This design comes from an exercise in tuning for small area and a short achievable clock period on the open sky130 flow, not from production work. In this exercise RTL edits were held to simulation tests only and were not proved equivalent to the original. Power figures rest on the tool's default switching activity, not on a simulated workload.

== main ==
Design fft8_top, start of the top module:
module fft8_top (
    input  logic         clk,
    input  logic         rst_n,
    input  logic [79:0]  sample,
    output logic [159:0] result
);
    logic [5:0] v;
    always_ff @(posedge clk or negedge rst_n) begin
        if (!rst_n) v <= '0;
        else        v <= {v[4:0], 1'b1};
    end
    logic [79:0] r1, r2;
    always_ff @(posedge clk) begin
        r1 <= sample;
        r2 <= r1;
    end
    wire [4:0] x0r = r2[9:5];
    wire [4:0] x0i = r2[4:0];
    wire [4:0] x1r = r2[19:15];
    wire [4:0] x1i = r2[14:10];
    wire [4:0] x2r = r2[29:25];
    wire [4:0] x2i = r2[24:20];
    wire [4:0] x3r = r2[39:35];
    wire [4:0] x3i = r2[34:30];
    wire [4:0] x4r = r2[49:45];
    wire [4:0] x4i = r2[44:40];
    wire [4:0] x5r = r2[59:55];
    wire [4:0] x5i = r2[54:50];
    wire [4:0] x6r = r2[69:65];
    wire [4:0] x6i = r2[64:60];
    wire [4:0] x7r = r2[79:75];
    wire [4:0] x7i = r2[74:70];
    wire [5:0] a0r_d;
    wire [5:1] a0r_d_c;
    assign a0r_d[0] = x0r[0] ^ x4r[0];
    assign a0r_d_c[1] = x0r[0] & x4r[0];
    fft_fa u_a0r_d_1 (.a(x0r[1]), .b(x4r[1]), .ci(a0r_d_c[1]), .s(a0r_d[1]), .co(a0r_d_c[2]));
    fft_fa u_a0r_d_2 (.a(x0r[2]), .b(x4r[2]), .ci(a0r_d_c[2]), .s(a0r_d[2]), .co(a0r_d_c[3]));
    fft_fa u_a0r_d_3 (.a(x0r[3]), .b(x4r[3]), .ci(a0r_d_c[3]), .s(a0r_d[3]), .co(a0r_d_c[4]));
    fft_fa u_a0r_d_4 (.a(x0r[4]), .b(x4r[4]), .ci(a0r_d_c[4]), .s(a0r_d[4]), .co(a0r_d_c[5]));
    assign a0r_d[5] = x0r[4] ^ x4r[4] ^ a0r_d_c[5];
    wire [5:0] a1r_d;
    wire [5:1] a1r_d_c;
    assign a1r_d[0] = x0r[0] ^ x4r[0];
    assign a1r_d_c[1] = x0r[0] | ~x4r[0];
    fft_fa u_a1r_d_1 (.a(x0r[1]), .b(~x4r[1]), .ci(a1r_d_c[1]), .s(a1r_d[1]), .co(a1r_d_c[2]));
    fft_fa u_a1r_d_2 (.a(x0r[2]), .b(~x4r[2]), .ci(a1r_d_c[2]), .s(a1r_d[2]), .co(a1r_d_c[3]));
    fft_fa u_a1r_d_3 (.a(x0r[3]), .b(~x4r[3]), .ci(a1r_d_c[3]), .s(a1r_d[3]), .co(a1r_d_c[4]));
    fft_fa u_a1r_d_4 (.a(x0r[4]), .b(~x4r[4]), .ci(a1r_d_c[4]), .s(a1r_d[4]), .co(a1r_d_c[5]));
    assign a1r_d[5] = x0r[4] ^ ~x4r[4] ^ a1r_d_c[5];
    wire [5:0] a0i_d;
    wire [5:1] a0i_d_c;
    assign a0i_d[0] = x0i[0] ^ x4i[0];
    assign a0i_d_c[1] = x0i[0] & x4i[0];
    fft_fa u_a0i_d_1 (.a(x0i[1]), .b(x4i[1]), .ci(a0i_d_c[1]), .s(a0i_d[1]), .co(a0i_d_c[2]));
  ...
Size: roughly 1800 cells after synthesis, ~240 I/O pins, about 26000 µm² of cells after synthesis.
export LEC_CHECK = 0
export CAP_MARGIN = 20
export CORE_MARGIN = 2
export CORE_UTILIZATION = 60
export SLEW_MARGIN = 20
export SYNTH_HIERARCHICAL = 1
export SYNTH_MINIMUM_KEEP_SIZE = 0
create_clock -name core_clock -period 16.0 [get_ports {clk}]
standard.sh (not shown) runs the stock make flow with config.mk's settings and CLKGATE_MAP_FILE= SYNTH_SCRIPT=/design/flow/synth_recipe.tcl, a recipe that flattens the netlist after the stock synthesis.
==> flow/flow/run.sh <==
#!/bin/bash
export BUFFER_PORTS_ARGS="-buffer_cell sky130_fd_sc_hd__buf_1"
export CTS_ARGS="-sink_clustering_enable -repair_clock_nets -sink_clustering_size 30 -sink_clustering_max_diameter 60"
bash standard.sh > standard.log 2>&1
main finished all stages; the layout is clean.
What the feature branch does differently from main at the input level:
==> flow/flow/run.sh <==
#!/bin/bash
# The standard ORFS layout, with three changes:
#  - the smallest buffer (sky130_fd_sc_hd__buf_1) on every port,
#  - larger clock-tree sink clusters,
#  - after placement, each flip-flop that drives an output buffer is moved
#    next to that buffer (flow/pull_out_ffs.tcl) and the placement legalized.
# Each tool's full output goes to a log of its own in this folder.
set -euo pipefail
export BUFFER_PORTS_ARGS="-buffer_cell sky130_fd_sc_hd__buf_1"
export CTS_ARGS="-sink_clustering_enable -repair_clock_nets -sink_clustering_size 30 -sink_clustering_max_diameter 60"
bash standard.sh place > standard_place.log 2>&1
PLACE_ODB=orfs/results/${FLOW_PLATFORM}/fft8_top/base/3_place.odb \
  openroad -no_init -exit flow/pull_out_ffs.tcl > pull_out_ffs.log 2>&1
bash standard.sh > standard.log 2>&1
==> flow/flow/pull_out_ffs.tcl (new file) <==
# Moves every flip-flop that drives an output-port buffer next to that buffer,
# then legalizes the placement. Reads and writes the placed database given in
# the environment (PLACE_ODB).
read_db $::env(PLACE_ODB)
set block [ord::get_db_block]
set moved 0
set sumx [dict create]
set sumy [dict create]
set cnt [dict create]
foreach bterm [$block getBTerms] {
  if {[$bterm getIoType] ne "OUTPUT"} { continue }
  set net [$bterm getNet]
  set buf ""
  foreach it [$net getITerms] {
    if {[$it isOutputSignal]} { set buf [$it getInst] }
  }
  if {$buf eq ""} { continue }
  set innet ""
  foreach it [$buf getITerms] {
    if {[$it isInputSignal]} { set innet [$it getNet] }
  }
  if {$innet eq ""} { continue }
  set ff ""
  foreach it [$innet getITerms] {
    if {[$it isOutputSignal]} { set ff [$it getInst] }
  }
  if {$ff eq ""} { continue }
  if {![string match "*df*" [[$ff getMaster] getName]]} { continue }
  set bb [$buf getBBox]
  set x [expr {([$bb xMin] + [$bb xMax]) / 2}]
  set y [expr {([$bb yMin] + [$bb yMax]) / 2}]
  set name [$ff getName]
  if {![dict exists $cnt $name]} {
    dict set cnt $name 0
    dict set sumx $name 0
    dict set sumy $name 0
  }
  dict incr cnt $name
  dict set sumx $name [expr {[dict get $sumx $name] + $x}]
  dict set sumy $name [expr {[dict get $sumy $name] + $y}]
}
foreach name [dict keys $cnt] {
  set ff [$block findInst $name]
  set n [dict get $cnt $name]
  set x [expr {[dict get $sumx $name] / $n}]
  set y [expr {[dict get $sumy $name] / $n}]
  set m [$ff getMaster]
  $ff setLocation [expr {$x - [$m getWidth] / 2}] [expr {$y - [$m getHeight] / 2}]
  $ff setPlacementStatus PLACED
  incr moved
}
puts "pull_out_ffs: moved $moved flip-flops"
detailed_placement
check_placement -verbose
write_db $::env(PLACE_ODB)
The final layouts of main and the feature branch pass the timing, DRC and antenna checks. Summary of the feature branch over main: fraction of final layout cells with drive strength greater than 1 did not really move; clock share of power did not really move; smallest hold slack went down; post-route minimum period went down. When the feature branch is measured against main, its delay of the slowest cell on the worst path turns out 0.02 ns lower.

## port drivers added, routing unchanged
No port has a modelled driver above. Below, the same layouts with a new extraction and two added sets of constraints.
Step 1 assumes that a clkbuf_16 drives the clock port and a buf_2 every other input.
Step 2 times the ports against the registers' clock, not the clock port: input delays grow and output delays shrink by t, the midpoint of the rising clock arrivals with the driver on.
a / b / c = ideal ports / drivers / drivers and shift; a / b = the first two.
run | shift t [ns] | slack for setup (ns) | worst setup path at the end | worst data-port slew with drivers (ns)
main | 0.631 | 11.625 / 11.567 / 11.494 | input, reset recovery | 0.05
the feature branch | 0.631 | 11.638 / 11.582 / 11.493 | input, reset recovery | 0.05
After both steps every run listed still meets setup and hold. The setup slack of the feature branch, which loses most, moves by -0.056 ns with the drivers and by -0.145 ns with both steps. The worst setup slack also covers recovery checks on asynchronous resets.
